This design comes from an exercise in tuning for small area, a short achievable clock period and few clock cycles per item on the open sky130 flow, not from production work.
Only simulation tests tie the RTL to the original design; equivalence was not proved.

## flow/design.v (module list and top-level ports; edited modules follow where they fit)
// module idct_sum_e: 562 lines
// module idct_sum_o: 702 lines
// module idct_sum_y: 651 lines
// module idct_top: 332 lines
module idct_top (
	input  logic       Clock,
	input  logic       Resetn,
	input  logic       start_i,
	input  idct_pkg::sram_addr_t block_addr_i,
	input  idct_pkg::sram_addr_t out_addr_i,
	output logic       ready_o,
	output logic       done_o,
	output idct_pkg::sram_addr_t sram_addr_o,
	output idct_pkg::sram_data_t sram_wdata_o,
	output logic       sram_we_n_o,
	input  idct_pkg::sram_data_t sram_rdata_i
);
  // ...
==> flow/run.sh <==
#!/bin/bash
# synth_recipe.tcl (not shown) runs the flow's synth.tcl, then flattens the netlist and writes it again
# the make line also repeats each setting of config.mk as NAME=value (left out here)
make -C /OpenROAD-flow-scripts/flow DESIGN_CONFIG=/design/flow/config.mk WORK_HOME=/design/flow/orfs CLKGATE_MAP_FILE= SYNTH_SCRIPT=/design/flow/synth_recipe.tcl finish
==> flow/config.mk <==
export PLATFORM = sky130hd
export DESIGN_NAME = idct_top
export DESIGN_NICKNAME = idct_top
export VERILOG_FILES = /design/flow/design.v
export SDC_FILE = /design/flow/constraint.sdc
export NUM_CORES = 4
export LEC_CHECK = 0
export CAP_MARGIN = 10
export CELL_PAD_IN_SITES_DETAIL_PLACEMENT = 0
export CELL_PAD_IN_SITES_GLOBAL_PLACEMENT = 1
export CORE_MARGIN = 2
export CORE_UTILIZATION = 60
export CTS_CLUSTER_DIAMETER = 70
export CTS_CLUSTER_SIZE = 24
export PLACE_DENSITY = 0.8
export SETUP_SLACK_MARGIN = 4.0
export SLEW_MARGIN = 10
export TNS_END_PERCENT = 5
==> flow/constraint.sdc <==
create_clock -name core_clock -period 7.0 [get_ports {Clock}]
set_input_delay 1.4000 -clock core_clock [delete_from_list [all_inputs] [get_ports {Clock}]]
set_output_delay 1.4000 -clock core_clock [all_outputs]
set_load 0.01 [all_outputs]
==> flow_metrics.env, run 1 <==
export IMPL_cts_made_buffers=130
export IMPL_clockBufferCount=183
export IMPL_fmax_ghz=0.2916
export IMPL_fill_cells=10120
export IMPL_largest_register_ffs=1408
export IMPL_final_area_sq_mm=0.09228
export IMPL_drc=0
export IMPL_routedWlPerCell_microns=24.06
export IMPL_area_dominant_class="sequential cells"
export IMPL_wl_met2_mm=88.96
export IMPL_viasPerCell=5.346
export IMPL_outcome="timing/DRC/antenna clean"
export IMPL_yosysSeqAreaShare=0.6007
export IMPL_synth_most_common_cell="dfxtp_1"
export IMPL_taps=1794
export IMPL_cp_start_kind="flip-flop"
export IMPL_synth_top_family_by_area="adder cells"
export IMPL_synth_nets=7418
export IMPL_synthXorXnorAreaFrac=0.01575
export IMPL_ff2ff_path_depth=7
export IMPL_slowest_stage="fa_1"
export IMPL_io_buffers=91
export IMPL_ys_top_cells_by_area="dfxtp_1, fa_1, edfxtp_1"
export IMPL_multi_input_comb_cells=3146
export IMPL_cp_arrival_ns=4.11
export IMPL_antenna_found_initial=26
export IMPL_use_met3=0.06450
export IMPL_root_buffer="clkbuf_16"
export IMPL_num_vias=45630
Testbench counts, summed over its fixed seeds: cycles 37,064, items 384.
==> run 2, diff against run 1 <==
--- a/flow/config.mk
+++ b/flow/config.mk
@@ -14,4 +14,5 @@
 export CTS_CLUSTER_SIZE = 24
+export GPL_ROUTABILITY_DRIVEN = 0
 export PLACE_DENSITY = 0.8
-export SETUP_SLACK_MARGIN = 4.0
+export SETUP_SLACK_MARGIN = 3.7
 export SLEW_MARGIN = 10
==> flow_metrics.env, run 2 <==
export IMPL_outcome="timing/DRC/antenna clean"
export IMPL_yosysWarnings=3
export IMPL_synth_edf_count=380
export IMPL_area_delta_synth_final_pct=9.557
export IMPL_cts_path_max_buffers=3
export IMPL_cts_tree="yes"
export IMPL_yosys_top_cells_count="dfxtp_1, inv_1, fa_1"
export IMPL_cap_violations=0
export IMPL_worstHoldStart="rg[2][104]"
export IMPL_synth_cells=6498
export IMPL_firstDrtPassIters=7
export IMPL_wl_met2_mm=86.81
export IMPL_synth_top_family_by_area="adder cells"
export IMPL_cts_made_buffers=130
export IMPL_cts_sinks=2302
export IMPL_post_route_min_period_ns=3.527
export IMPL_syn_cell_area_sq_mm=0.08342
export IMPL_worst_pin_slew_ns=1.263
export IMPL_drive_gt1_frac=0.08024
export IMPL_wirelength_met1_mm=89.31
export IMPL_ctsHoldBuffers=0
export IMPL_finalClockSkew_ns=0.05423
export IMPL_yosys_area_share_simple=0.04885
export IMPL_h_tree_depth=4
export IMPL_synthAdderAreaFrac=0.1902
export IMPL_cp_arrival_ns=4.27
export IMPL_drtAntennaViolNets=0
export IMPL_ff2ff_path_depth=7
export IMPL_hold_path_depth=0
export IMPL_grt_setup_unrepaired="true"
export IMPL_synthFlopType="dfxtp_1"
export IMPL_path_class="reg -> reg"
export IMPL_critPathCaptureType="flip-flop"
export IMPL_met3_length_mm=15.60
export IMPL_grt_max_degree=129
export IMPL_drc=0
export IMPL_dp_hpwl_mm=148.5
export IMPL_layout_commonest_cell="dfxtp_1"
export IMPL_initial_core_util=0.6060
export IMPL_r2r_start="s1_b[19]"
export IMPL_fp_dieW_microns=376.9
export IMPL_min_to="rg[1][104]"
export IMPL_rrSetupSlack_ns=3.47
export IMPL_fmax_ghz=0.2835
export IMPL_synthXorXnorAreaFrac=0.01575
export IMPL_drt_iter0_markers=3807
export IMPL_grt_pass1_vias=45530
export IMPL_grt_pass1_wl_mm=293.3
export IMPL_report_final_slew_viol_count=0
export IMPL_synth_avg_cell_area_sq_um=12.84
export IMPL_synth_top_cell_by_area="dfxtp_1"
export IMPL_fill_cells=10160
export IMPL_clk_insertion_delay_late_ns=0.80
export IMPL_relSlewSlack=0.1550
export IMPL_yosysSeqAreaShare=0.6007
export IMPL_largest_register_ffs=1408
export IMPL_ys_types=85
export IMPL_cp_start_kind="flip-flop"
export IMPL_slowest_stage="dfxtp_1"
export IMPL_muxShareOfSynthArea=0.02868
export IMPL_setup_violations=0
export IMPL_crit_path_max_fanout=4
export IMPL_core_area_sq_mm=0.1377
export IMPL_grt_overflow=0
export IMPL_worstPathCellList="inv_1 > fa_1 > inv_1 > fa_1 > fa_1 > fa_1 > fa_1"
export IMPL_routedWlPerCell_microns=23.32
export IMPL_async_flop_share=0.01955
export IMPL_ys_top_cells_by_area="dfxtp_1, fa_1, edfxtp_1"
export IMPL_viasPerCell=5.401
export IMPL_clkTransAtPathRegs_ns=0.09
export IMPL_post_route_period_util=0.5039
export IMPL_rows=136
export IMPL_die_height_microns=376.9
export IMPL_synth_compound_area_frac=0.06797
export IMPL_synth_nets=7418
export IMPL_post_route_util=0.6639
export IMPL_top_regs="rg x1408, hold x128, sh x128"
export IMPL_finalSetupTns_ns=0
export IMPL_finalNetCount=7523
export IMPL_multi_input_area_sq_mm=0.02978
export IMPL_io_buffers=91
export IMPL_synth_most_common_cell="dfxtp_1"
export IMPL_die_area_sq_mm=0.1420
export IMPL_crit_start="s1_b[19]"
export IMPL_pin_count=92
export IMPL_r2r_end="s2_o1[19]"
export IMPL_crit_top_cell="fa_1"
export IMPL_grt_usage=0.2848
export IMPL_required_ns=7.74
export IMPL_num_vias=45930
export IMPL_synth_top_cell_area_share=0.4504
export IMPL_regMostFlops="rg"
export IMPL_wl_mm=198.3
export IMPL_hold_path_class="reg -> reg"
export IMPL_hold_viol=0
export IMPL_final_cell_mix="dfxtp_1, inv_1, fa_1, nand2_1, o21ai_0"
export IMPL_synth_seq_cells=2302
export IMPL_top_layer="met5"
export IMPL_root_buffer="clkbuf_16"
export IMPL_antenna_found_initial=20
export IMPL_critPathMaxStageDelay_ns=0.58
export IMPL_regArea_sq_mm=0.05020
[run 2: metal layers]
layer,up-vias,global-route usage
met5,-,0
met1,23140,0.4218
li1,21100,-
met3,307,0.06044
met2,1383,0.4226
met4,8,0.09026
[run 2: final cells by class]
class	count	share of cell area
tap	1794	0.02456
clock buffer	193	0.03954
timing repair buffer	188	0.01985
multi-input combinational	3145	0.3258
antenna	5	0.0001369
sequential	2302	0.5493
clock inverter	41	0.006325
inverter	836	0.03449
[run 2: logic make-up after synthesis]
kind of cell / after synthesis
flops: 2302
compound gates: 989
mux: 184
buf+inv: 1051
fa+ha+maj: 865
simple gates: 957
xor+xnor: 150
[run 2: what timing repair did]
item                                    4_1_cts  5_1_grt
endpoints found under the setup margin      192      230
cloned                                        1        2
buffers inserted                             24        9
pin swaps                                    22       19
gates resized for setup                      75       68
[run 2: stage by stage]
stage	hold slack [ns]	area, sq um	instances	setup slack, ns
final	0.3170	91400	8504	3.473
after global routing	0.3211	91380	8499	3.423
after CTS	0.3182	91030	8488	3.475
after detailed placement	0.3121	86390	8229	2.589
after global placement	0.3095	86360	8227	2.553
after floorplan	0.3096	83420	6498	2.960
[run 2: worst max-delay path, delay by kind of cell, from the launching register on]
family | cells | cell delay, ns
adders and majority gates | 5 | 2.63
DFF | 1 | 0.58
buffers and inverters | 2 | 0.30
[run 2: worst max path at each step]
stage	to	cells past startpoint	slack [ns]
after floorplan	s1_u[17]	13	2.96
after global placement	s1_u[17]	12	2.55
after detailed placement	s1_u[17]	12	2.59
after CTS	s2_o1[11]	9	3.48
after global routing	s1_u[6]	20	3.42
final	s2_o1[19]	7	3.47
==> run 3, diff against run 2 <==
--- a/flow/config.mk
+++ b/flow/config.mk
@@ -14,5 +14,4 @@
 export CTS_CLUSTER_SIZE = 24
-export GPL_ROUTABILITY_DRIVEN = 0
 export PLACE_DENSITY = 0.8
-export SETUP_SLACK_MARGIN = 3.7
+export SETUP_SLACK_MARGIN = 3.85
 export SLEW_MARGIN = 10
==> flow_metrics.env, run 3 <==
export IMPL_outcome="timing/DRC/antenna clean"
export IMPL_report_final_slew_viol_count=0
export IMPL_grt_usage=0.2937
export IMPL_async_flop_share=0.01955
export IMPL_h_tree_depth=4
export IMPL_dp_cells=8230
export IMPL_synth_most_common_cell="dfxtp_1"
export IMPL_clkTransAtPathRegs_ns=0.09
export IMPL_pin_count=92
export IMPL_gp_congestion=0.9848
export IMPL_viasPerCell=5.363
export IMPL_synth_top_cell_by_area="dfxtp_1"
export IMPL_yosys_top_cells_count="dfxtp_1, inv_1, fa_1"
export IMPL_ys_top_cells_by_area="dfxtp_1, fa_1, edfxtp_1"
export IMPL_cp_top_family="adder cells"
export IMPL_required_ns=7.69
export IMPL_critPathCaptureType="flip-flop"
export IMPL_drtAntennaViolNets=0
export IMPL_multi_input_area_sq_mm=0.03003
export IMPL_ff2ff_path_depth=7
export IMPL_synth_avg_cell_area_sq_um=12.84
export IMPL_hold_path_class="reg -> reg"
export IMPL_fp_dieW_microns=376.9
export IMPL_worst_pin_slew_ns=1.192
export IMPL_hold_path_depth=0
export IMPL_fill_cells=10150
export IMPL_routedWlPerCell_microns=24.04
export IMPL_synth_seq_cells=2302
export IMPL_core_area_sq_mm=0.1377
export IMPL_layout_commonest_cell="dfxtp_1"
export IMPL_cap_violations=0
export IMPL_min_to="rg[0][4]"
export IMPL_drive_gt1_frac=0.09244
export IMPL_finalSetupTns_ns=0
export IMPL_firstDrtPassIters=5
export IMPL_fmax_ghz=0.2927
export IMPL_rrSetupSlack_ns=3.58
export IMPL_area_delta_synth_final_pct=10.22
export IMPL_grt_max_degree=100
export IMPL_cp_arrival_ns=4.10
export IMPL_finalClockSkew_ns=0.03879
export IMPL_grt_overflow=0
export IMPL_placed_area_sq_mm=0.08639
export IMPL_finalNetCount=7538
export IMPL_synth_top_cell_area_share=0.4504
export IMPL_antenna_found_initial=26
export IMPL_worstPathCellList="fa_1 > fa_1 > inv_1 > fa_1 > fa_1 > inv_1 > fa_1"
export IMPL_post_route_period_util=0.4880
export IMPL_dp_hpwl_mm=154.7
export IMPL_r2r_start="s1_f[16]"
export IMPL_synthFlopType="dfxtp_1"
export IMPL_initial_core_util=0.6060
export IMPL_drt_iter0_markers=3661
export IMPL_synth_cells=6498
export IMPL_cts_tree="yes"
export IMPL_path_buf_inv=2
export IMPL_r2r_end="s2_es[22]"
export IMPL_final_cell_mix="dfxtp_1, inv_1, fa_1, nand2_1, o21ai_0"
export IMPL_yosysWarnings=3
export IMPL_die_area_sq_mm=0.1420
export IMPL_cts_made_buffers=130
export IMPL_rows=136
export IMPL_regArea_sq_mm=0.05027
export IMPL_crit_path_max_fanout=4
export IMPL_io_buffers=91
export IMPL_clk_insertion_delay_late_ns=0.79
export IMPL_drc=0
export IMPL_ys_types=85
export IMPL_root_buffer="clkbuf_16"
export IMPL_largest_register_ffs=1408
export IMPL_instances_no_fill=8519
export IMPL_grt_pass1_wl_mm=299.0
export IMPL_worstHoldStart="rg[1][4]"
export IMPL_relSlewSlack=0.2029
export IMPL_path_class="reg -> reg"
export IMPL_crit_top_cell="fa_1"
export IMPL_cp_start_kind="flip-flop"
export IMPL_regMostFlops="rg"
export IMPL_ctsHoldBuffers=0
export IMPL_syn_cell_area_sq_mm=0.08342
export IMPL_synth_edf_count=380
export IMPL_cts_sinks=2302
export IMPL_grt_setup_unrepaired="true"
export IMPL_setup_violations=0
export IMPL_final_area_sq_mm=0.09195
export IMPL_critPathMaxStageDelay_ns=0.69
export IMPL_post_route_min_period_ns=3.416
export IMPL_cts_path_max_buffers=3
export IMPL_wl_mm=204.8
export IMPL_grt_pass1_vias=45350
export IMPL_synth_nets=7418
export IMPL_top_regs="rg x1408, hold x128, sh x128"
export IMPL_slowest_stage="fa_1"
export IMPL_num_vias=45690
export IMPL_hold_viol=0
export IMPL_yosysSeqAreaShare=0.6007
export IMPL_die_height_microns=376.9
[run 3: what timing repair did]
action | 4_1_cts | 5_1_grt
resized for setup | 139 | 92
buffers inserted | 21 | 24
pin swaps | 27 | 40
cloned | 0 | 5
endpoints found under the setup margin | 287 | 279
[run 3: worst max-delay path by stage]
stage / start / endpoint / slack [ns] / cells after the start
final: s1_f[16] / s2_es[22] / 3.58 / 7
after global routing: s3_hs[0] / pend_word[12] / 3.50 / 12
after CTS: s1_d[5] / s2_o1[12] / 3.59 / 9
after detailed placement: p1u_q / s1_u[17] / 2.34 / 11
after floorplan: p1u_q / s1_u[17] / 2.96 / 13
after global placement: p1u_q / s1_u[17] / 2.35 / 11
[run 3: worst reg2reg max path, delay by kind of cell, from the launching register on]
family                     cells  cell delay [ns]
DFF                            1             0.57
adders and majority gates      5             2.65
buffers and inverters          2             0.11
[run 3: layer usage]
metal	routed length (microns)	GRT usage	vias to the layer above
li1	-	-	21120
met2	88690	0.4322	1410
met5	53	0	-
met1	93030	0.4395	22860
met4	6501	0.08589	8
met3	16510	0.06450	293
[run 3: area by class of cell]
type | instances | share of cell area
Sequential cell | 2302 | 0.5467
Clock inverter | 49 | 0.008151
Antenna cell | 7 | 0.0001905
Clock buffer | 183 | 0.03858
Multi-Input combinational cell | 3146 | 0.3266
Inverter | 836 | 0.03436
Tap cell | 1794 | 0.02441
Timing Repair Buffer | 202 | 0.02102
[run 3: metrics by stage]
step / utilization / setup slack [ns] / hold WS (ns)
after CTS: 0.6629 / 3.586 / 0.3115
after global placement: 0.6275 / 2.347 / 0.3095
after detailed placement: 0.6275 / 2.336 / 0.3121
after floorplan: - / 2.960 / 0.3096
final: 0.6679 / 3.584 / 0.3110
after global routing: 0.6678 / 3.496 / 0.3163
[run 3: logic make-up (layout without fill, tap and decap cells)]
| family | count (synthesis) | in the layout | share of synthesized area |
|---|---|---|---|
| other cells | 0 | 7 | 0 |
| flops | 2302 | 2302 | 0.6007 |
| buf+inv | 1051 | 1270 | 0.04781 |
| xor+xnor | 150 | 150 | 0.01575 |
| fa+ha+maj | 865 | 865 | 0.1902 |
| mux | 184 | 184 | 0.02868 |
| simple gates | 957 | 958 | 0.04885 |
| compound gates | 989 | 989 | 0.06797 |
==> module idct_top, before the edit <==
module idct_top (
	input  logic       Clock,
	input  logic       Resetn,
	input  logic       start_i,
	input  idct_pkg::sram_addr_t block_addr_i,
	input  idct_pkg::sram_addr_t out_addr_i,
	output logic       ready_o,
	output logic       done_o,
	output idct_pkg::sram_addr_t sram_addr_o,
	output idct_pkg::sram_data_t sram_wdata_o,
	output logic       sram_we_n_o,
	input  idct_pkg::sram_data_t sram_rdata_i
);
	logic        nxt_v, cur_v, ready_q;
	logic [17:0] nxt_src, nxt_dst, cur_dst, wr_dst, rd_addr;
	logic [2:0]  rd_k, rd_row;
	logic [1:0]  cnt;           
	logic        rv1, rv2;      
	logic        take;
	logic        rd_issue;
	logic        rd_last;
	logic        cur_free;
	logic [127:0] sh, hold;
	logic [2:0]  ac;
	logic        sh_full, hold_v, hold_rel, xfer;
	logic [2:0]  ph;
	logic        p1_run, p2_pend, p2_run;
	logic [2:0]  p1_row, p2w;
	logic        wr_load;
	assign ready_o = ready_q;
	assign take = start_i & ready_q;
	logic        u_p1, u_p2;
	logic [1:0]  u_i;
	logic [2:0]  u_j;
	logic [175:0] rg [8];
	logic [21:0] x [8];
	assign u_p1 = p1_run;
	assign u_p2 = p2_run;
	logic [1:0]  i_q;
	assign u_i  = i_q;
	assign u_j  = ph;
	always_comb begin
		for (int k = 0; k < 8; k++) begin
			if (p1_run)
				x[k] = {{6{hold[16*k+15]}}, hold[16*k +: 16]};
			else
				x[k] = rg[0][22*k +: 22];
		end
	end
	logic [22:0] u_n;
	logic        u_sub;
	logic [22:0] u_p, u_q;
	logic [8:0]  u_lo;
	logic [8:0]  u_m0, u_m1;
	logic [6:0]  u_h0, u_h1;
	logic        u_c16;
	logic        u_sub_q, p1u_q;
	logic [21:0] ux0, ux4;
	assign u_sub = u_sub_q;
	assign ux0 = p1u_q ? {{6{hold[15]}}, hold[15:0]} : rg[0][21:0];
	assign ux4 = p1u_q ? {{6{hold[4*16+15]}}, hold[4*16 +: 16]} : rg[0][4*22 +: 22];
	assign u_p = {ux0[21], ux0};
	assign u_q = {ux4[21], ux4} ^ {23{u_sub}};
	assign u_lo = {1'b0, u_p[7:0]} + {1'b0, u_q[7:0]} + {8'd0, u_sub};
	assign u_m0 = {1'b0, u_p[15:8]} + {1'b0, u_q[15:8]};
	assign u_m1 = {1'b0, u_p[15:8]} + {1'b0, u_q[15:8]} + 9'd1;
	assign u_h0 = u_p[22:16] + u_q[22:16];
	assign u_h1 = u_p[22:16] + u_q[22:16] + 7'd1;
	assign u_c16 = u_lo[8] ? u_m1[8] : u_m0[8];
	assign u_n = {u_c16 ? u_h1 : u_h0, u_lo[8] ? u_m1[7:0] : u_m0[7:0], u_lo[7:0]};
	logic [21:0] a_n, b_n, c_n, d_n, f_n, g_n;
	always_comb begin
		case (u_i)
			2'd0: begin a_n =  x[1]; b_n = x[3]; c_n =  x[5]; d_n =  x[7]; f_n =  x[2]; g_n =  x[6]; end
			2'd1: begin a_n = ~x[5]; b_n = x[1]; c_n = ~x[7]; d_n = ~x[3]; f_n = ~x[6]; g_n =  x[2]; end
			2'd2: begin a_n = ~x[3]; b_n = x[7]; c_n =  x[1]; d_n =  x[5]; f_n =  x[6]; g_n = ~x[2]; end
			default: begin a_n = ~x[7]; b_n = x[5]; c_n = ~x[3]; d_n = x[1]; f_n = ~x[2]; g_n = ~x[6]; end
		endcase
	end
	logic        s1_p1, s1_p2;
	logic [1:0]  s1_i;
	logic [2:0]  s1_j, s1_row;
	logic [22:0] s1_u;
	logic [21:0] s1_a, s1_b, s1_c, s1_d, s1_f, s1_g;
	always_ff @(posedge Clock) begin
		s1_i <= u_i;
		s1_j <= u_j;
		s1_row <= p1_row;
		s1_u <= u_n;
		s1_a <= a_n;
		s1_b <= b_n;
		s1_c <= c_n;
		s1_d <= d_n;
		s1_f <= f_n;
		s1_g <= g_n;
	end
	logic [31:0] es_n, ec_n, o0_n, o1_n, o2_n;
	idct_sum_e sum_e (.i(s1_i), .u(s1_u), .f(s1_f), .g(s1_g), .s(es_n), .c(ec_n));
	idct_sum_o sum_o (.i(s1_i), .a(s1_a), .b(s1_b), .c(s1_c), .d(s1_d), .s0(o0_n), .s1(o1_n), .s2(o2_n));
	logic        s2_p1, s2_p2;
	logic [1:0]  s2_i;
	logic [2:0]  s2_j, s2_row;
	logic [31:0] s2_es, s2_ec, s2_o0, s2_o1, s2_o2;
	always_ff @(posedge Clock) begin
		s2_i <= s1_i;
		s2_j <= s1_j;
		s2_row <= s1_row;
		s2_es <= es_n;
		s2_ec <= ec_n;
		s2_o0 <= o0_n;
		s2_o1 <= o1_n;
		s2_o2 <= o2_n;
	end
	logic [23:0] ls_n, lc_n, hs_n, hc_n;
	logic        lk_n, hk_n;
	idct_sum_y sum_y (.es(s2_es), .ec(s2_ec), .o0(s2_o0), .o1(s2_o1), .o2(s2_o2),
	                  .lo_s(ls_n), .lo_c(lc_n), .lo_k(lk_n), .hi_s(hs_n), .hi_c(hc_n), .hi_k(hk_n));
	logic        s3_p1, s3_p2;
	logic [1:0]  s3_i;
	logic [2:0]  s3_j, s3_row;
	logic [23:0] s3_ls, s3_lc, s3_hs, s3_hc;
	logic        s3_lk, s3_hk;
	logic [24:0] ylo_w, yhi_w;
	logic [23:0] s3_lo, s3_hi;
	always_ff @(posedge Clock) begin
		s3_i <= s2_i;
		s3_j <= s2_j;
		s3_row <= s2_row;
		s3_ls <= ls_n;
		s3_lc <= lc_n;
		s3_lk <= lk_n;
		s3_hs <= hs_n;
		s3_hc <= hc_n;
		s3_hk <= hk_n;
	end
	assign ylo_w = {s3_ls, 1'b1} + {s3_lc, s3_lk};
	assign yhi_w = {s3_hs, 1'b1} + {s3_hc, s3_hk};
	assign s3_lo = ylo_w[24:1];
	assign s3_hi = yhi_w[24:1];
	always_ff @(posedge Clock or negedge Resetn) begin
		if (!Resetn) begin
			s1_p1 <= 1'b0; s1_p2 <= 1'b0;
			s2_p1 <= 1'b0; s2_p2 <= 1'b0;
			s3_p1 <= 1'b0; s3_p2 <= 1'b0;
		end else begin
			s1_p1 <= u_p1; s1_p2 <= u_p2;
			s2_p1 <= s1_p1; s2_p2 <= s1_p2;
			s3_p1 <= s2_p1; s3_p2 <= s2_p2;
		end
	end
	always_ff @(posedge Clock) begin
		for (int q = 0; q < 7; q++)
			if (q != 3)
				rg[q] <= rg[q+1];
		for (int r = 0; r < 8; r++) begin
			rg[7][22*r +: 22] <= (s3_p1 && s3_row == r) ? s3_lo[21:0] : rg[0][22*r +: 22];
			rg[3][22*r +: 22] <= (s3_p1 && s3_row == r) ? s3_hi[21:0] : rg[4][22*r +: 22];
		end
	end
	logic [7:0]  px_top, px_bot;
	logic [7:0]  st_top, st_bot;
	logic [15:0] pend_word, word_top;
	logic [2:0]  pend_r;
	logic [1:0]  pend_w;
	logic        pend_v, pend_last;
	logic        wr_now_top;
	logic [2:0]  wr_r;
	logic [1:0]  wr_w, s3_w;
	logic [15:0] wr_word;
	logic        wr_last;
	logic        d1;
	assign px_top = s3_lo[23] ? 8'd0 : (|s3_lo[22:16]) ? 8'd255 : s3_lo[15:8];
	assign px_bot = s3_hi[23] ? 8'd0 : (|s3_hi[22:16]) ? 8'd255 : s3_hi[15:8];
	assign wr_now_top = s3_p2 & s3_j[0];
	assign s3_w = {s3_j[2], s3_j[1] ^ s3_j[2]};
	assign word_top = s3_j[2] ? {px_top, st_top} : {st_top, px_top};
	assign wr_load = wr_now_top | pend_v;
	assign wr_r = wr_now_top ? {1'b0, s3_i} : pend_r;
	assign wr_w = wr_now_top ? s3_w : pend_w;
	assign wr_word = wr_now_top ? word_top : pend_word;
	assign wr_last = ~wr_now_top & pend_last;
	always_ff @(posedge Clock) begin
		if (s3_p2 && !s3_j[0]) begin
			st_top <= px_top;
			st_bot <= px_bot;
		end
		if (wr_now_top) begin
			pend_word <= s3_j[2] ? {px_bot, st_bot} : {st_bot, px_bot};
			pend_r <= 3'd7 - {1'b0, s3_i};
			pend_w <= s3_w;
		end
	end
	assign rd_issue = cur_v & ~wr_load & ((rd_k != 3'd0) | (cnt != 2'd2));
	assign rd_last = rd_issue & (rd_k == 3'd7) & (rd_row == 3'd7);
	assign cur_free = ~cur_v | rd_last;
	assign hold_rel = p1_run & (ph == 3'd0);
	assign xfer = sh_full & (~hold_v | hold_rel);
	logic        hold_v_n, p2_pend_n, p1_run_n, p2_run_n;
	logic [2:0]  p2w_n;
	always_comb begin
		p1_run_n = p1_run;
		if (ph == 3'd0)
			p1_run_n = 1'b0;
		if (ph == 3'd4)
			p1_run_n = hold_v_n & ~p2_pend_n & ~p2_run;
		p2_run_n = p2_run;
		p2w_n = p2w;
		if (ph == 3'd3) begin
			if (p2_run) begin
				p2w_n = p2w + 3'd1;
				if (p2w == 3'd3) begin
					p2_run_n = 1'b0;
					p2w_n = '0;
				end
			end else if (p2_pend) begin
				p2_run_n = 1'b1;
			end
		end
	end
	assign hold_v_n = xfer | (hold_v & ~hold_rel);
	assign p2_pend_n = p2_pend | (hold_rel & (p1_row == 3'd7));
	logic [17:0] wr_addr;
	logic [10:0] wr_off;
	always_comb begin
		case (wr_r)
			3'd0: wr_off = 11'd0;
			3'd1: wr_off = 11'd160;
			3'd2: wr_off = 11'd320;
			3'd3: wr_off = 11'd480;
			3'd4: wr_off = 11'd640;
			3'd5: wr_off = 11'd800;
			3'd6: wr_off = 11'd960;
			default: wr_off = 11'd1120;
		endcase
	end
	assign wr_addr = wr_dst + {7'd0, wr_off[10:2], wr_w};
	always_ff @(posedge Clock) begin
		if (take) begin
			nxt_src <= block_addr_i;
			nxt_dst <= out_addr_i;
		end
		if (cur_free && nxt_v) begin
			rd_addr <= nxt_src;
			cur_dst <= nxt_dst;
		end else if (rd_issue) begin
			rd_addr <= rd_addr + ((rd_k == 3'd7) ? 18'd313 : 18'd1);
		end
		if (rd_last)
			wr_dst <= cur_dst;
		if (rv2)
			sh <= {sram_rdata_i, sh[127:16]};
		if (xfer)
			hold <= sh;
		sram_addr_o <= wr_load ? wr_addr : rd_addr;
		sram_wdata_o <= wr_word;
	end
	always_ff @(posedge Clock or negedge Resetn) begin
		if (!Resetn) begin
			nxt_v <= 1'b0;
			cur_v <= 1'b0;
			ready_q <= 1'b0;
			rd_k <= '0;
			rd_row <= '0;
			cnt <= '0;
			rv1 <= 1'b0;
			rv2 <= 1'b0;
			ac <= '0;
			sh_full <= 1'b0;
			hold_v <= 1'b0;
			ph <= '0;
			p1_run <= 1'b0;
			p1_row <= '0;
			p2_pend <= 1'b0;
			p2_run <= 1'b0;
			p2w <= '0;
			i_q <= '0;
			u_sub_q <= 1'b0;
			p1u_q <= 1'b0;
			pend_v <= 1'b0;
			pend_last <= 1'b0;
			sram_we_n_o <= 1'b1;
			d1 <= 1'b0;
			done_o <= 1'b0;
		end else begin
			ph <= ph + 3'd1;
			if (take)
				nxt_v <= 1'b1;
			else if (cur_free)
				nxt_v <= 1'b0;
			if (cur_free)
				cur_v <= nxt_v;
			ready_q <= ~(take | (nxt_v & ~cur_free));
			if (rd_issue) begin
				rd_k <= rd_k + 3'd1;
				if (rd_k == 3'd7)
					rd_row <= rd_row + 3'd1;
			end
			cnt <= cnt + {1'b0, rd_issue & (rd_k == 3'd0)} - {1'b0, hold_rel};
			rv1 <= rd_issue;
			rv2 <= rv1;
			if (rv2)
				ac <= ac + 3'd1;
			if (rv2 && ac == 3'd7)
				sh_full <= 1'b1;
			else if (xfer)
				sh_full <= 1'b0;
			hold_v <= hold_v_n;
			p2_pend <= p2_pend_n & ~((ph == 3'd3) & ~p2_run);
			if (hold_rel)
				p1_row <= p1_row + 3'd1;
			p1_run <= p1_run_n;
			p2_run <= p2_run_n;
			p2w <= p2w_n;
			i_q <= p1_run_n ? ph[1:0] : p2w_n[1:0];
			u_sub_q <= p1_run_n ? (ph[1] ^ ph[0]) : (p2w_n[1] ^ p2w_n[0]);
			if (ph == 3'd0)
				p1u_q <= 1'b0;
			if (ph == 3'd4)
				p1u_q <= hold_v_n & ~p2_pend_n & ~p2_run;
			if (wr_now_top) begin
				pend_v <= 1'b1;
				pend_last <= (s3_i == 2'd3) && (s3_j == 3'd3);
			end else begin
				pend_v <= 1'b0;
				pend_last <= 1'b0;
			end
			sram_we_n_o <= ~wr_load;
			d1 <= wr_load & wr_last;
			done_o <= d1;
		end
	end
endmodule
==> run 4, diff against run 3 <==
--- a/flow/design.v
+++ b/flow/design.v
@@ -2109,11 +2109,7 @@
 	always_ff @(posedge Clock) begin
-		if (s3_p2 && !s3_j[0]) begin
-			st_top <= px_top;
-			st_bot <= px_bot;
-		end
-		if (wr_now_top) begin
-			pend_word <= s3_j[2] ? {px_bot, st_bot} : {st_bot, px_bot};
-			pend_r <= 3'd7 - {1'b0, s3_i};
-			pend_w <= s3_w;
-		end
+		st_top <= px_top;
+		st_bot <= px_bot;
+		pend_word <= s3_j[2] ? {px_bot, st_bot} : {st_bot, px_bot};
+		pend_r <= 3'd7 - {1'b0, s3_i};
+		pend_w <= s3_w;
 	end
--- a/flow/config.mk
+++ b/flow/config.mk
@@ -15,3 +15,3 @@
 export PLACE_DENSITY = 0.8
-export SETUP_SLACK_MARGIN = 3.85
+export SETUP_SLACK_MARGIN = 3.7
 export SLEW_MARGIN = 10
==> flow_metrics.env, run 4 <==
export IMPL_grt_max_degree=166
export IMPL_grt_pass1_wl_mm=291.0
export IMPL_dp_hpwl_mm=146.9
export IMPL_largest_register_ffs=1408
export IMPL_drt_iter0_markers=3736
export IMPL_hold_path_depth=0
export IMPL_finalNetCount=7435
export IMPL_crit_path_max_fanout=6
export IMPL_ctsHoldBuffers=0
export IMPL_core_area_sq_mm=0.1372
export IMPL_yosysWarnings=3
export IMPL_cts_tree="yes"
export IMPL_pin_count=92
export IMPL_r2r_end="s1_u[17]"
export IMPL_synth_cells=6426
export IMPL_worst_pin_slew_ns=1.282
export IMPL_layout_commonest_cell="dfxtp_1"
export IMPL_synth_most_common_cell="dfxtp_1"
export IMPL_synth_edf_count=346
export IMPL_drtAntennaViolNets=0
export IMPL_num_vias=44960
export IMPL_regMostFlops="rg"
export IMPL_outcome="timing/DRC/antenna clean"
export IMPL_final_area_sq_mm=0.09022
export IMPL_synth_top_cell_by_area="dfxtp_1"
export IMPL_viasPerCell=5.346
export IMPL_synthFlopType="dfxtp_1"
export IMPL_rows=136
export IMPL_async_flop_share=0.01955
export IMPL_path_class="reg -> reg"
export IMPL_drc=0
export IMPL_grt_pass1_vias=44740
export IMPL_cp_start_kind="flip-flop"
export IMPL_firstDrtPassIters=5
export IMPL_cts_sinks=2302
export IMPL_synth_nets=7347
export IMPL_yosysSeqAreaShare=0.6011
export IMPL_hold_path_class="reg -> reg"
export IMPL_ff2ff_path_depth=15
export IMPL_wl_mm=196.0
export IMPL_fmax_ghz=0.2764
export IMPL_ys_top_cells_by_area="dfxtp_1, fa_1, edfxtp_1"
export IMPL_cts_path_max_buffers=3
export IMPL_post_route_min_period_ns=3.618
export IMPL_h_tree_depth=3
export IMPL_report_final_slew_viol_count=0
export IMPL_post_route_period_util=0.5169
export IMPL_relSlewSlack=0.1422
export IMPL_cap_violations=0
export IMPL_syn_cell_area_sq_mm=0.08280
export IMPL_cp_arrival_ns=4.27
export IMPL_cts_made_buffers=120
export IMPL_clk_insertion_delay_late_ns=0.82
export IMPL_r2r_start="p1u_q"
export IMPL_antenna_found_initial=17
export IMPL_final_cell_mix="dfxtp_1, inv_1, fa_1, nand2_1, o21ai_0"
export IMPL_ys_types=88
export IMPL_required_ns=7.65
export IMPL_io_buffers=91
export IMPL_synth_avg_cell_area_sq_um=12.89
export IMPL_fp_dieW_microns=375.5
export IMPL_synth_seq_cells=2302
export IMPL_setup_violations=0
export IMPL_min_to="rg[4][98]"
export IMPL_die_area_sq_mm=0.1410
export IMPL_rrSetupSlack_ns=3.38
export IMPL_grt_usage=0.2831
export IMPL_grt_setup_unrepaired="true"
export IMPL_gp_congestion=0.9521
export IMPL_area_delta_synth_final_pct=8.954
export IMPL_critPathCaptureType="flip-flop"
export IMPL_initial_core_util=0.6037
export IMPL_top_regs="rg x1408, hold x128, sh x128"
export IMPL_root_buffer="clkbuf_16"
export IMPL_worstHoldStart="rg[5][98]"
export IMPL_finalSetupTns_ns=0
export IMPL_clkTransAtPathRegs_ns=0.09
export IMPL_die_height_microns=375.5
export IMPL_grt_overflow=0
export IMPL_yosys_top_cells_count="dfxtp_1, inv_1, fa_1"
export IMPL_drive_gt1_frac=0.07032
export IMPL_finalClockSkew_ns=0.07735
export IMPL_post_route_util=0.6578
export IMPL_synth_top_cell_area_share=0.4620
export IMPL_hold_viol=0
export IMPL_routedWlPerCell_microns=23.30
export IMPL_placed_area_sq_mm=0.08577
run 4: worst max path at each step:
stage | start | endpoint
after global placement | p1u_q | s1_u[17]
after detailed placement | s3_p2 | rd_addr[15]
final | p1u_q | s1_u[17]
after global routing | p1u_q | s1_u[19]
after floorplan | p1u_q | s1_u[17]
after CTS | p1u_q | s1_u[17]
run 4: kinds of logic after synthesis:
kind of cell	synth area share
muxes	0.02850
AOI/OAI and AO/OA	0.06846
DFF	0.6011
buffers and inverters	0.04687
xor gates and xnor gates	0.01552
and+or+nand+nor	0.04776
adders and majority gates	0.1918
run 4: critical path: stages, from the launching register on:
cell and delay, ns:
dfrtp_4 0.51, buf_6 0.14, buf_12 0.13, buf_6 0.13, mux2i_4 0.18, xnor2_2 0.16, ha_4 0.28, and3_1 0.15
a221o_1 0.19, o41ai_2 0.08, buf_4 0.17, nand3b_1 0.17, nand4b_1 0.26, or3_4 0.43, and2_4 0.18, mux2_4 0.28
run 4: layer usage:
| layer | track usage | up-vias | wire length (microns) |
|---|---|---|---|
| li1 | - | 20830 | - |
| met5 | 0 | - | 13 |
| met4 | 0.07047 | 2 | 5115 |
| met1 | 0.4382 | 22670 | 93550 |
| met3 | 0.05709 | 244 | 13960 |
| met2 | 0.4106 | 1220 | 83320 |
run 4: layout make-up:
class	instances	area, sq um
antenna	3	7.507
clock buffer	177	3237
clock inverter	44	653.1
fill	10240	46930
inverter	826	3117
multi-input combinational	3096	29580
sequential	2302	49810
tap	1794	2245
timing repair buffer	167	1559
timing repair inverter	1	5.005
run 4: metrics by stage:
| stage | cells | setup slack (ns) | hold WS (ns) |
|---|---|---|---|
| 3_3_place_gp | 8157 | 2.723 | 0.3095 |
| 4_1_cts | 8396 | 3.385 | 0.2852 |
| 2_1_floorplan | 6426 | 2.889 | 0.3096 |
| 5_1_grt | 8407 | 3.252 | 0.3001 |
| 6_report | 8410 | 3.382 | 0.2942 |
| 3_5_place_dp | 8157 | 2.643 | 0.3121 |
run 4: what timing repair did:
item | CTS | global route
buffers inserted | 17 | 9
gates cloned | 1 | 1
resized for setup | 43 | 30
setup endpoints to repair | 235 | 225
pin swaps | 11 | 8
Testbench counts of run 4, summed over its fixed seeds: cycles 37,064, items 384.
==> run 5, diff against run 4 <==
--- a/flow/config.mk
+++ b/flow/config.mk
@@ -15,3 +15,3 @@
 export PLACE_DENSITY = 0.8
-export SETUP_SLACK_MARGIN = 3.7
+export SETUP_SLACK_MARGIN = 3.85
 export SLEW_MARGIN = 10
==> flow_metrics.env, run 5 <==
export IMPL_drc=0
export IMPL_num_vias=45040
export IMPL_ys_top_cells_by_area="dfxtp_1, fa_1, edfxtp_1"
export IMPL_dp_hpwl_mm=146.9
export IMPL_synth_edf_count=346
export IMPL_yosysSeqAreaShare=0.6011
export IMPL_post_route_min_period_ns=3.625
export IMPL_dp_cells=8157
export IMPL_core_area_sq_mm=0.1372
export IMPL_cts_path_max_buffers=3
export IMPL_post_route_period_util=0.5178
export IMPL_hold_slack_ns=0.2934
export IMPL_clk_insertion_delay_late_ns=0.82
export IMPL_yosys_top_cells_count="dfxtp_1, inv_1, fa_1"
export IMPL_finalNetCount=7467
export IMPL_rows=136
export IMPL_cts_made_buffers=120
export IMPL_synth_top_cell_area_share=0.4620
export IMPL_grt_setup_unrepaired="true"
export IMPL_grt_usage=0.2833
export IMPL_relSlewSlack=0.1393
export IMPL_cts_sinks=2302
export IMPL_async_flop_share=0.01955
export IMPL_synth_top_cell_by_area="dfxtp_1"
export IMPL_cts_tree="yes"
export IMPL_drt_iter0_markers=3641
export IMPL_antenna_found_initial=16
export IMPL_routedWlPerCell_microns=23.30
export IMPL_layout_commonest_cell="dfxtp_1"
export IMPL_h_tree_depth=3
export IMPL_report_final_slew_viol_count=0
export IMPL_pin_count=92
export IMPL_setup_violations=0
export IMPL_synthFlopType="dfxtp_1"
export IMPL_grt_max_degree=166
export IMPL_fp_dieW_microns=375.5
export IMPL_hold_viol=0
export IMPL_top_regs="rg x1408, hold x128, sh x128"
export IMPL_yosysWarnings=3
export IMPL_viasPerCell=5.334
export IMPL_grt_pass1_wl_mm=291.3
export IMPL_synth_cells=6426
export IMPL_cap_violations=0
export IMPL_synth_most_common_cell="dfxtp_1"
export IMPL_worstPathCellList="buf_6 > buf_12 > mux2i_4 > xnor2_2 > fa_2 > a21o_1 > a221o_1 > o41ai_2 > buf_4 > nand3b_1 > nand4b_1 > or3_4 > nor3b_1 > xor2_1"
export IMPL_path_class="reg -> reg"
export IMPL_cp_arrival_ns=4.31
export IMPL_syn_cell_area_sq_mm=0.08280
export IMPL_slowest_stage="dfrtp_4"
export IMPL_synth_nets=7347
export IMPL_instances_no_fill=8444
export IMPL_grt_overflow=0
export IMPL_io_buffers=91
export IMPL_cp_start_kind="flip-flop"
export IMPL_synth_avg_cell_area_sq_um=12.89
export IMPL_area_delta_synth_final_pct=9.642
export IMPL_final_cell_mix="dfxtp_1, inv_1, fa_1, nand2_1, o21ai_0"
export IMPL_regMostFlops="rg"
export IMPL_worst_pin_slew_ns=1.287
export IMPL_firstDrtPassIters=6
export IMPL_grt_pass1_vias=44770
export IMPL_root_buffer="clkbuf_16"
export IMPL_drive_gt1_frac=0.08879
export IMPL_ys_types=88
export IMPL_drtAntennaViolNets=0
export IMPL_wl_mm=196.7
export IMPL_crit_path_max_fanout=6
export IMPL_finalClockSkew_ns=0.07208
export IMPL_critPathCaptureType="flip-flop"
export IMPL_initial_core_util=0.6037
export IMPL_die_area_sq_mm=0.1410
export IMPL_synth_seq_cells=2302
export IMPL_gp_congestion=0.9521
export IMPL_required_ns=7.68
export IMPL_fmax_ghz=0.2759
export IMPL_ctsHoldBuffers=0
export IMPL_finalSetupTns_ns=0
export IMPL_clkTransAtPathRegs_ns=0.09
export IMPL_largest_register_ffs=1408
export IMPL_critPathMaxStageDelay_ns=0.51
export IMPL_outcome="timing/DRC/antenna clean"
export IMPL_hold_path_class="reg -> reg"
export IMPL_die_height_microns=375.5
-- run 5: cell counts after synthesis --
Identical to the previous run, type by type.
-- run 5: repair_timing --
item | in CTS | in global routing
endpoints found under the hold margin | 0 | 0
cloned | 1 | 2
pin swaps | 11 | 34
resized for setup | 44 | 172
setup endpoints to repair | 268 | 297
buffers inserted | 18 | 39
-- run 5: critical path, delay by kind of cell, from the launching register on --
kind	cells	cell delay, ns
and+or+nand+nor	4	0.77
muxes	1	0.18
AOI/OAI and AO/OA	3	0.80
adders and majority gates	1	0.37
DFF	1	0.51
buffers and inverters	3	0.48
xor gates and xnor gates	2	0.35
-- run 5: path summary, 6_finish.rpt --
| path | startpoint | end | slack (ns) | cells past startpoint |
|---|---|---|---|---|
| max in group asynchronous | Resetn | p1u_q | 5.45 | 1 |
| worst max-delay path | p1u_q | s1_u[19] | 3.38 | 14 |
| worst max register to register | p1u_q | s1_u[19] | 3.38 | 14 |
| worst min register to register | rg[7][13] | rg[6][13] | 0.29 | 0 |
| min in group asynchronous | Resetn | ready_q | 0.78 | 1 |
| worst min-delay path | rg[7][13] | rg[6][13] | 0.29 | 0 |
-- run 5: area by class of cell --
class / instances / area, sq um
flip-flops and latches: 2302 / 49990
fillers: 10180 / 46360
multi-input cells: 3097 / 29660
clock buffers: 177 / 3237
inverters: 826 / 3144
well taps: 1794 / 2245
repair buffers: 198 / 1842
clock inverters: 44 / 653.1
diodes: 5 / 12.51
repair inverters: 1 / 5.005
-- run 5: cell families (layout without fill, tap and decap cells) --
| logic type | count (synthesis) | in the layout | synth area share |
|---|---|---|---|
| mux | 181 | 181 | 0.02850 |
| compound gates | 972 | 972 | 0.06846 |
| xor+xnor | 145 | 145 | 0.01552 |
| buf+inv | 1028 | 1246 | 0.04687 |
| simple gates | 932 | 933 | 0.04776 |
| flops | 2302 | 2302 | 0.6011 |
| fa+ha+maj | 866 | 866 | 0.1918 |
| other cells | 0 | 5 | 0 |
-- run 5: layer usage --
metal / vias up / track usage / part of all wire
li1: 20880 / - / -
met3: 239 / 0.05709 / 0.072
met5: - / 0 / 0.000066
met2: 1214 / 0.4113 / 0.43
met4: 2 / 0.07047 / 0.026
met1: 22710 / 0.4383 / 0.47
-- run 5: stage by stage --
stage	utilization	worst slack, ns	instance area [sq um]
2_1_floorplan	-	2.889	82810
3_3_place_gp	0.6254	2.723	85770
3_5_place_dp	0.6254	2.643	85770
4_1_cts	0.6562	3.385	90000
5_1_grt	0.6619	3.252	90780
6_report	0.6620	3.375	90790

[separate check: timing with driven ports]
In the flow no input, the clock included, has a driving cell. The finished layouts below were timed again as built, in two steps.
Step 1 (the two cells are an assumption about what drives the block):
set clk [get_ports {Clock}]
set_driving_cell -lib_cell sky130_fd_sc_hd__clkbuf_16 $clk
set_driving_cell -lib_cell sky130_fd_sc_hd__buf_2 [delete_from_list [all_inputs] $clk]
Step 2, shift: input delay + t, output delay - t, t = (earliest + latest rising clock arrival at the registers) / 2. This alone moves slack from input paths to output paths.
a / b / c = no drivers / after step 1 / after step 2; a / b = the first two.
run | shift t [ns] | slack for setup (ns) | worst setup path at the end | worst slew at a driven data input, ns | pins driven straight from the clock port
run 1 | 0.850 | 3.571 / 3.571 / 3.571 | register to register | 0.06 | 1
run 2 | 0.854 | 3.473 / 3.473 / 3.473 | register to register | 0.09 | 1
run 3 | 0.852 | 3.584 / 3.584 / 3.584 | register to register | 0.06 | 1
run 4 | 0.859 | 3.382 / 3.382 / 3.382 | register to register | 0.07 | 1
run 5 | 0.864 | 3.375 / 3.375 / 3.375 | register to register | 0.07 | 1
After both steps every run listed still meets setup and hold.
